This design comes from an exercise in tuning for small area, a short achievable clock period and few clock cycles per item on the open sky130 flow, not from production work. Power is estimated from default activity; no workload was simulated.

Design gctr_stream, start of the top module:
module gctr_stream #(
  parameter int S         = 32,
  parameter int LEN_WIDTH = 32,
  parameter int DEPTH     = 8
) (
  input  logic                 clk,
  input  logic                 rst,
  input  logic                 start,
  input  logic [127:0]         icb_in,
  input  logic [LEN_WIDTH-1:0] msg_len_bits,
  input  logic                 din_valid,
  output logic                 din_ready,
  input  logic [127:0]         din,
  output logic                 aes_req_valid,
  input  logic                 aes_req_ready,
  output logic [127:0]         aes_req_block,
  input  logic                 aes_rsp_valid,
  input  logic [127:0]         aes_rsp_block,
  output logic                 dout_valid,
  input  logic                 dout_ready,
  output logic [127:0]         dout,
  output logic                 dout_last,
  output logic [7:0]           dout_nbits,
  output logic                 busy,
  output logic                 done,
  output logic                 err
);
==> module gctr_stream, before the edit <==
module gctr_stream #(
  parameter int S         = 32,
  parameter int LEN_WIDTH = 32,
  parameter int DEPTH     = 8
) (
  input  logic                 clk,
  input  logic                 rst,
  input  logic                 start,
  input  logic [127:0]         icb_in,
  input  logic [LEN_WIDTH-1:0] msg_len_bits,
  input  logic                 din_valid,
  output logic                 din_ready,
  input  logic [127:0]         din,
  output logic                 aes_req_valid,
  input  logic                 aes_req_ready,
  output logic [127:0]         aes_req_block,
  input  logic                 aes_rsp_valid,
  input  logic [127:0]         aes_rsp_block,
  output logic                 dout_valid,
  input  logic                 dout_ready,
  output logic [127:0]         dout,
  output logic                 dout_last,
  output logic [7:0]           dout_nbits,
  output logic                 busy,
  output logic                 done,
  output logic                 err
);
  localparam int HW = LEN_WIDTH - 7;           
  localparam int PW = (DEPTH > 1) ? $clog2(DEPTH) : 1;
  localparam int CW = $clog2(DEPTH + 1);
  localparam logic [CW-1:0] DEPTH_C = CW'(DEPTH);
  logic           busy_q, fin_q, err_q;
  logic [127:0]   cb_q;
  logic [HW-1:0]  hi_q;          
  logic           part_q;        
  logic [6:0]     rem_q;
  logic [CW-1:0]  out_q;         
  logic [CW-1:0]  kc_q;          
  logic [PW-1:0]  wp_q, rp_q;
  logic [127:0]   ks_q [DEPTH];
  logic [127:0]   h_q, s_q;      
  logic           hv_q, sv_q, hl_q, sl_q;
  logic           accept, more, req_fire, rsp_ok, stray, x_fire, pop, x_last;
  logic [CW-1:0]  alloc;
  logic [127:0]   mask, y;
  assign accept   = start && !busy_q;
  assign more     = (hi_q != '0) || part_q;
  assign alloc    = out_q + kc_q;
  assign aes_req_valid = busy_q && !fin_q && more && (alloc != DEPTH_C);
  assign aes_req_block = cb_q;
  assign req_fire      = aes_req_valid && aes_req_ready;
  assign rsp_ok = aes_rsp_valid && (out_q != '0);
  assign stray  = aes_rsp_valid && (out_q == '0);
  assign din_ready = (kc_q != '0) && !sv_q;
  assign x_fire    = din_ready && din_valid;
  assign x_last    = !more && (alloc == CW'(1));
  assign mask = (x_last && rem_q != 7'd0) ? ~({128{1'b1}} >> rem_q) : {128{1'b1}};
  assign y    = (ks_q[rp_q] ^ din) & mask;
  assign dout_valid = hv_q;
  assign dout       = h_q;
  assign dout_last  = hl_q;
  assign dout_nbits = (hl_q && rem_q != 7'd0) ? {1'b0, rem_q} : 8'd128;
  assign pop        = hv_q && dout_ready;
  assign busy = busy_q;
  assign done = fin_q;
  assign err  = err_q;
  always_ff @(posedge clk or posedge rst) begin
    if (rst) begin
      busy_q <= 1'b0;
      fin_q  <= 1'b0;
      err_q  <= 1'b0;
      cb_q   <= '0;
      hi_q   <= '0;
      part_q <= 1'b0;
      rem_q  <= '0;
      out_q  <= '0;
      kc_q   <= '0;
      wp_q   <= '0;
      rp_q   <= '0;
      hv_q   <= 1'b0;
      sv_q   <= 1'b0;
      hl_q   <= 1'b0;
      sl_q   <= 1'b0;
    end else begin
      if (accept) begin
        busy_q <= 1'b1;
        fin_q  <= (msg_len_bits == '0);
      end else if (fin_q) begin
        busy_q <= 1'b0;
        fin_q  <= 1'b0;
      end else if (pop && hl_q) begin
        fin_q  <= 1'b1;
      end
      if (stray)       err_q <= 1'b1;
      else if (accept) err_q <= 1'b0;
      if (accept) begin
        cb_q   <= icb_in;
        hi_q   <= msg_len_bits[LEN_WIDTH-1:7];
        part_q <= |msg_len_bits[6:0];
        rem_q  <= msg_len_bits[6:0];
      end else if (req_fire) begin
        cb_q[S-1:0] <= cb_q[S-1:0] + S'(1);
        if (hi_q != '0) hi_q   <= hi_q - HW'(1);
        else            part_q <= 1'b0;
      end
      out_q <= out_q + CW'(req_fire) - CW'(rsp_ok);
      kc_q  <= kc_q + CW'(rsp_ok) - CW'(x_fire);
      if (rsp_ok) wp_q <= (wp_q == PW'(DEPTH - 1)) ? '0 : wp_q + PW'(1);
      if (x_fire) rp_q <= (rp_q == PW'(DEPTH - 1)) ? '0 : rp_q + PW'(1);
      if (!hv_q || pop) begin
        hv_q <= sv_q || x_fire;
        hl_q <= sv_q ? sl_q : x_last;
        sv_q <= sv_q && x_fire;
        sl_q <= x_last;
      end else if (x_fire) begin
        sv_q <= 1'b1;
        sl_q <= x_last;
      end
    end
  end
  always_ff @(posedge clk) begin
    if (rsp_ok) ks_q[wp_q] <= aes_rsp_block;
    if (!hv_q || pop) begin
      if (sv_q)        h_q <= s_q;
      else if (x_fire) h_q <= y;
      if (x_fire)      s_q <= y;
    end else if (x_fire) begin
      s_q <= y;
    end
  end
endmodule
make LEC_CHECK=0 CAP_MARGIN=20 CORE_MARGIN=2 CORE_UTILIZATION=40 SLEW_MARGIN=20 finish   # period 5.5 ns
run.sh (not shown) runs the stock make flow with config.mk's settings and CLKGATE_MAP_FILE= SYNTH_SCRIPT=/design/flow/synth_recipe.tcl, a recipe that flattens the netlist after the stock synthesis.
==> next run, changes <==
--- a/flow/design.v
+++ b/flow/design.v
@@ -121,9 +121,10 @@
   logic [PW-1:0]  wp_q, rp_q;
   logic [127:0]   ks_q [DEPTH];
-  logic [127:0]   h_q, s_q;      
-  logic           hv_q, sv_q, hl_q, sl_q;
+  logic [127:0]   h_q;           
+  logic           hv_q, hl_q;
   logic           accept, more, req_fire, rsp_ok, stray, x_fire, pop, x_last;
+  logic           buffered, avail, store;
   logic [CW-1:0]  alloc;
-  logic [127:0]   mask, y;
+  logic [127:0]   mask, ks, y;
   assign accept   = start && !busy_q;
   assign more     = (hi_q != '0) || part_q;
@@ -134,14 +135,18 @@
   assign rsp_ok = aes_rsp_valid && (out_q != '0);
   assign stray  = aes_rsp_valid && (out_q == '0);
-  assign din_ready = (kc_q != '0) && !sv_q;
+  assign pop       = hv_q && dout_ready;
+  assign buffered  = (kc_q != '0);
+  assign avail     = buffered || rsp_ok;
+  assign din_ready = avail && (!hv_q || dout_ready);
   assign x_fire    = din_ready && din_valid;
   assign x_last    = !more && (alloc == CW'(1));
+  assign store     = rsp_ok && (buffered || !x_fire);
   assign mask = (x_last && rem_q != 7'd0) ? ~({128{1'b1}} >> rem_q) : {128{1'b1}};
-  assign y    = (ks_q[rp_q] ^ din) & mask;
+  assign ks   = buffered ? ks_q[rp_q] : aes_rsp_block;
+  assign y    = (ks ^ din) & mask;
   assign dout_valid = hv_q;
   assign dout       = h_q;
   assign dout_last  = hl_q;
   assign dout_nbits = (hl_q && rem_q != 7'd0) ? {1'b0, rem_q} : 8'd128;
-  assign pop        = hv_q && dout_ready;
   assign busy = busy_q;
   assign done = fin_q;
@@ -152,5 +157,4 @@
       fin_q  <= 1'b0;
       err_q  <= 1'b0;
-      cb_q   <= '0;
       hi_q   <= '0;
       part_q <= 1'b0;
@@ -161,7 +165,5 @@
       rp_q   <= '0;
       hv_q   <= 1'b0;
-      sv_q   <= 1'b0;
       hl_q   <= 1'b0;
-      sl_q   <= 1'b0;
     end else begin
       if (accept) begin
@@ -177,37 +179,28 @@
       else if (accept) err_q <= 1'b0;
       if (accept) begin
-        cb_q   <= icb_in;
         hi_q   <= msg_len_bits[LEN_WIDTH-1:7];
         part_q <= |msg_len_bits[6:0];
         rem_q  <= msg_len_bits[6:0];
       end else if (req_fire) begin
-        cb_q[S-1:0] <= cb_q[S-1:0] + S'(1);
         if (hi_q != '0) hi_q   <= hi_q - HW'(1);
         else            part_q <= 1'b0;
       end
       out_q <= out_q + CW'(req_fire) - CW'(rsp_ok);
-      kc_q  <= kc_q + CW'(rsp_ok) - CW'(x_fire);
-      if (rsp_ok) wp_q <= (wp_q == PW'(DEPTH - 1)) ? '0 : wp_q + PW'(1);
-      if (x_fire) rp_q <= (rp_q == PW'(DEPTH - 1)) ? '0 : rp_q + PW'(1);
-      if (!hv_q || pop) begin
-        hv_q <= sv_q || x_fire;
-        hl_q <= sv_q ? sl_q : x_last;
-        sv_q <= sv_q && x_fire;
-        sl_q <= x_last;
-      end else if (x_fire) begin
-        sv_q <= 1'b1;
-        sl_q <= x_last;
+      kc_q  <= kc_q + CW'(store) - CW'(x_fire && buffered);
+      if (store)               wp_q <= (wp_q == PW'(DEPTH - 1)) ? '0 : wp_q + PW'(1);
+      if (x_fire && buffered)  rp_q <= (rp_q == PW'(DEPTH - 1)) ? '0 : rp_q + PW'(1);
+      if (x_fire) begin
+        hv_q <= 1'b1;
+        hl_q <= x_last;
+      end else if (pop) begin
+        hv_q <= 1'b0;
       end
     end
   end
   always_ff @(posedge clk) begin
-    if (rsp_ok) ks_q[wp_q] <= aes_rsp_block;
-    if (!hv_q || pop) begin
-      if (sv_q)        h_q <= s_q;
-      else if (x_fire) h_q <= y;
-      if (x_fire)      s_q <= y;
-    end else if (x_fire) begin
-      s_q <= y;
-    end
+    if (accept)        cb_q        <= icb_in;
+    else if (req_fire) cb_q[S-1:0] <= cb_q[S-1:0] + S'(1);
+    if (store)  ks_q[wp_q] <= aes_rsp_block;
+    if (x_fire) h_q <= y;
   end
 endmodule
The changed run passed the timing, design-rule and antenna checks. Non-clock buffer count goes down by 9. Utilization goes up by 0.48 points. Total power goes down by roughly a tenth. Flip-flop and latch count goes down by 130. Synthesized area goes down by a little under a tenth. First-iteration DRC count goes up by roughly a tenth.
No functional check of the RTL was part of any run of this note.

[afterwards: timing with drivers on the ports]
No port has a modelled driver above. Below, the same layouts with a new extraction and two added sets of constraints. Step 1 assumes that a clkbuf_16 drives the clock port and a buf_2 every other input. Step 2 moves the port delays by t, midway between the first and last clock arrival at a register: inputs arrive t later, outputs are due t later. That takes back most of the time a late clock gives input paths. a / b / c = ideal / step 1 / step 2; a / b = the first two.
run	t, ns	setup slack, ns	slew at the worst register clock pin (ns)
the first run	0.859	1.163 / 1.088 / 1.610	0.07 / 0.07
the second run	0.843	0.555 / 0.475 / 1.199	0.07 / 0.07
After both steps setup and hold are still met in every run listed.
